This design comes from an exercise in tuning for small area, a short achievable clock period and few clock cycles per item on the open sky130 flow, not from production work.
Function was checked by simulation only, so behaviour that the tests miss may differ from the original.

// triangle_setup
module triangle_setup #(
  parameter int COORD_WIDTH   = 16,
  parameter int COEF_WIDTH    = 2*COORD_WIDTH+3,
  parameter int SCREEN_X_SIZE = 800,
  parameter int SCREEN_Y_SIZE = 600,
  parameter int CNT_WIDTH     = 16
) (
  input  logic                                    clk,
  input  logic                                    reset_n,
  input  logic                                    in_valid,
  output logic                                    in_ready,
  input  logic [2:0][1:0][COORD_WIDTH-1:0]        vertexes,
  input  logic [1:0]                              cull_mode,
  output logic                                    out_valid,
  input  logic                                    out_ready,
  output logic [2:0][COORD_WIDTH:0]               edge_a,
  output logic [2:0][COORD_WIDTH:0]               edge_b,
  output logic [2:0][COEF_WIDTH-1:0]              edge_c,
  output logic [COEF_WIDTH-1:0]                   area2,
  output logic [COORD_WIDTH-1:0]                  bbox_xmin,
  output logic [COORD_WIDTH-1:0]                  bbox_xmax,
  output logic [COORD_WIDTH-1:0]                  bbox_ymin,
  output logic [COORD_WIDTH-1:0]                  bbox_ymax,
  input  logic                                    stats_clr,
  output logic [CNT_WIDTH-1:0]                    cnt_in,
  output logic [CNT_WIDTH-1:0]                    cnt_out,
  output logic [CNT_WIDTH-1:0]                    cnt_culled,
  output logic                                    idle
);
Size: roughly 820 flip-flops, roughly 460 I/O pins.
export LEC_CHECK = 0
export ABC_AREA = 1
export CAP_MARGIN = 20
export CORE_MARGIN = 2
export CORE_UTILIZATION = 45
export SETUP_SLACK_MARGIN = 4.0
export SLEW_MARGIN = 20
create_clock -name core_clock -period 8.5 [get_ports {clk}]
standard.sh (not shown) runs the stock make flow with config.mk's settings and CLKGATE_MAP_FILE= SYNTH_SCRIPT=/design/flow/synth_recipe.tcl, a recipe that flattens the netlist after the stock synthesis.
==> flow/flow/run.sh <==
#!/bin/bash
# The standard layout (standard.sh: standard synthesis, floorplan, place,
# CTS, route, finish), with one change: the buffers that placement puts on
# every input and output port are made from sky130_fd_sc_hd__buf_1 rather
# than the cell buffer_ports picks by default. Timing repair still resizes
# them as needed. The full make/OpenROAD/Yosys output goes to standard.log;
# ORFS's per-step logs stay under orfs/logs/.
set -euo pipefail
export BUFFER_PORTS_ARGS="-buffer_cell sky130_fd_sc_hd__buf_1"
bash standard.sh > standard.log 2>&1
The starting point completed with no timing, DRC or antenna violations.
Testbench counts at the start, summed over its fixed seeds: cycles 24,032, items 24,000.
Next try:
- CORE_UTILIZATION: 45 -> 60
Effect: Clock skew decreases by 0.022 ns; hold slack hardly moves; die area drops by about 25%.
Next try:
- CORE_UTILIZATION: 60 -> 30
- SETUP_SLACK_MARGIN: 4.0 -> 3.75
Sequential share of layout area goes down by 0.31 points.
Via count goes down by 3.3%.
Routed wire length goes up by 7.2%.
Utilization goes down by 33 points.
Design area goes up by 1.1%.
Hold slack improves by 0.0078 ns.
Global-route usage goes down by 21 points.
Flip-flop and latch count stays the same.
Next try:
--- a/flow/flow/run.sh
+++ b/flow/flow/run.sh
@@ -9,2 +9,3 @@
 export BUFFER_PORTS_ARGS="-buffer_cell sky130_fd_sc_hd__buf_1"
+export RECOVER_POWER=100
 bash standard.sh > standard.log 2>&1
- SETUP_SLACK_MARGIN: 3.75 -> 4.0
Outcome:
- This time the run ran to the end with violations: capacitance limit, slew limit
- via count went up by 1.3%
- sequential share of layout area decreases by 0.44 points
- wire length increases by 1.2%
- register-to-register slack is worse by 1.9 ns
- worst hold slack is about the same
- worst setup slack got worse by 1.9 ns
Next try:
--- a/flow/flow/run.sh
+++ b/flow/flow/run.sh
@@ -9,3 +9,2 @@
 export BUFFER_PORTS_ARGS="-buffer_cell sky130_fd_sc_hd__buf_1"
-export RECOVER_POWER=100
 bash standard.sh > standard.log 2>&1
What happened:
- Now the flow ran to the end with no violations
- synthesized cell count stays the same
- sequential cell count stays the same


triangle_setup, a different RTL version from the one above (not shown whole).
Size in the first run: ~8100 cells after synthesis, ~820 flip-flops, roughly 0.077 mm² of cells after synthesis.
clock: 8.5 ns
lec_check: 0
abc_area: 1
cap_margin: 20
core_margin: 2
core_utilization: 30
place_density: 0.75
setup_slack_margin: 4.0
slew_margin: 20
run.sh (not shown) runs the stock make flow with config.mk's settings and CLKGATE_MAP_FILE= SYNTH_SCRIPT=/design/flow/synth_recipe.tcl, a recipe that flattens the netlist after the stock synthesis.
Stock flow here: none of the scripts above is used.
Testbench counts at the start, summed over its fixed seeds: cycles 24,032, items 24,000.
Change:
--- a/flow/config.mk
+++ b/flow/config.mk
@@ -12 +11,0 @@
-export PLACE_DENSITY = 0.75
Outcome: Flip-flop and latch count is unchanged. Final area is higher by 1.1%. Via count goes down by 0.75%. Register-to-register slack improves by 0.02 ns.

separate check: timing with driven ports:
The flow's constraints put no driver on any port. The routed layouts listed below were extracted and timed again, unchanged, in two steps. Step 1 sets driving cells, clkbuf_16 on the clock port and buf_2 on the other inputs (assumed; they add their load-dependent delay and slew). Step 2 times the ports against the registers' clock, not the clock port: input delays grow and output delays shrink by t, the midpoint of the rising clock arrivals with the driver on. a / b / c = no drivers / after step 1 / after step 2; a / b = the first two.
| run | t (ns) | slack for setup (ns) | worst register clock-pin slew, ns | worst slew at a driven data input, ns |
|---|---|---|---|---|
| the first run of note 1 | 0.837 | 3.930 / 3.896 / 3.930 | 0.07 / 0.07 | 0.15 |
| the second run of note 1 | 0.830 | 3.893 / 3.800 / 3.870 | 0.07 / 0.07 | 0.14 |
| the third run of note 1 | 0.845 | 3.729 / 3.729 / 3.729 | 0.08 / 0.08 | 0.15 |
| the fourth run of note 1 | 0.867 | 1.816 / 1.816 / 1.462 | 0.08 / 0.08 | 0.15 |
| the fifth run of note 1 | 0.851 | 3.903 / 3.809 / 3.852 | 0.08 / 0.08 | 0.16 |
| the first run of note 2 | 0.844 | 3.622 / 3.622 / 3.322 | 0.07 / 0.07 | 0.18 |
| the second run of note 2 | 0.854 | 3.641 / 3.641 / 3.557 | 0.08 / 0.08 | 0.16 |
For the fourth run of note 1, which loses most, drivers alone change the setup slack by 0.000 ns; drivers and shift together by -0.354 ns.
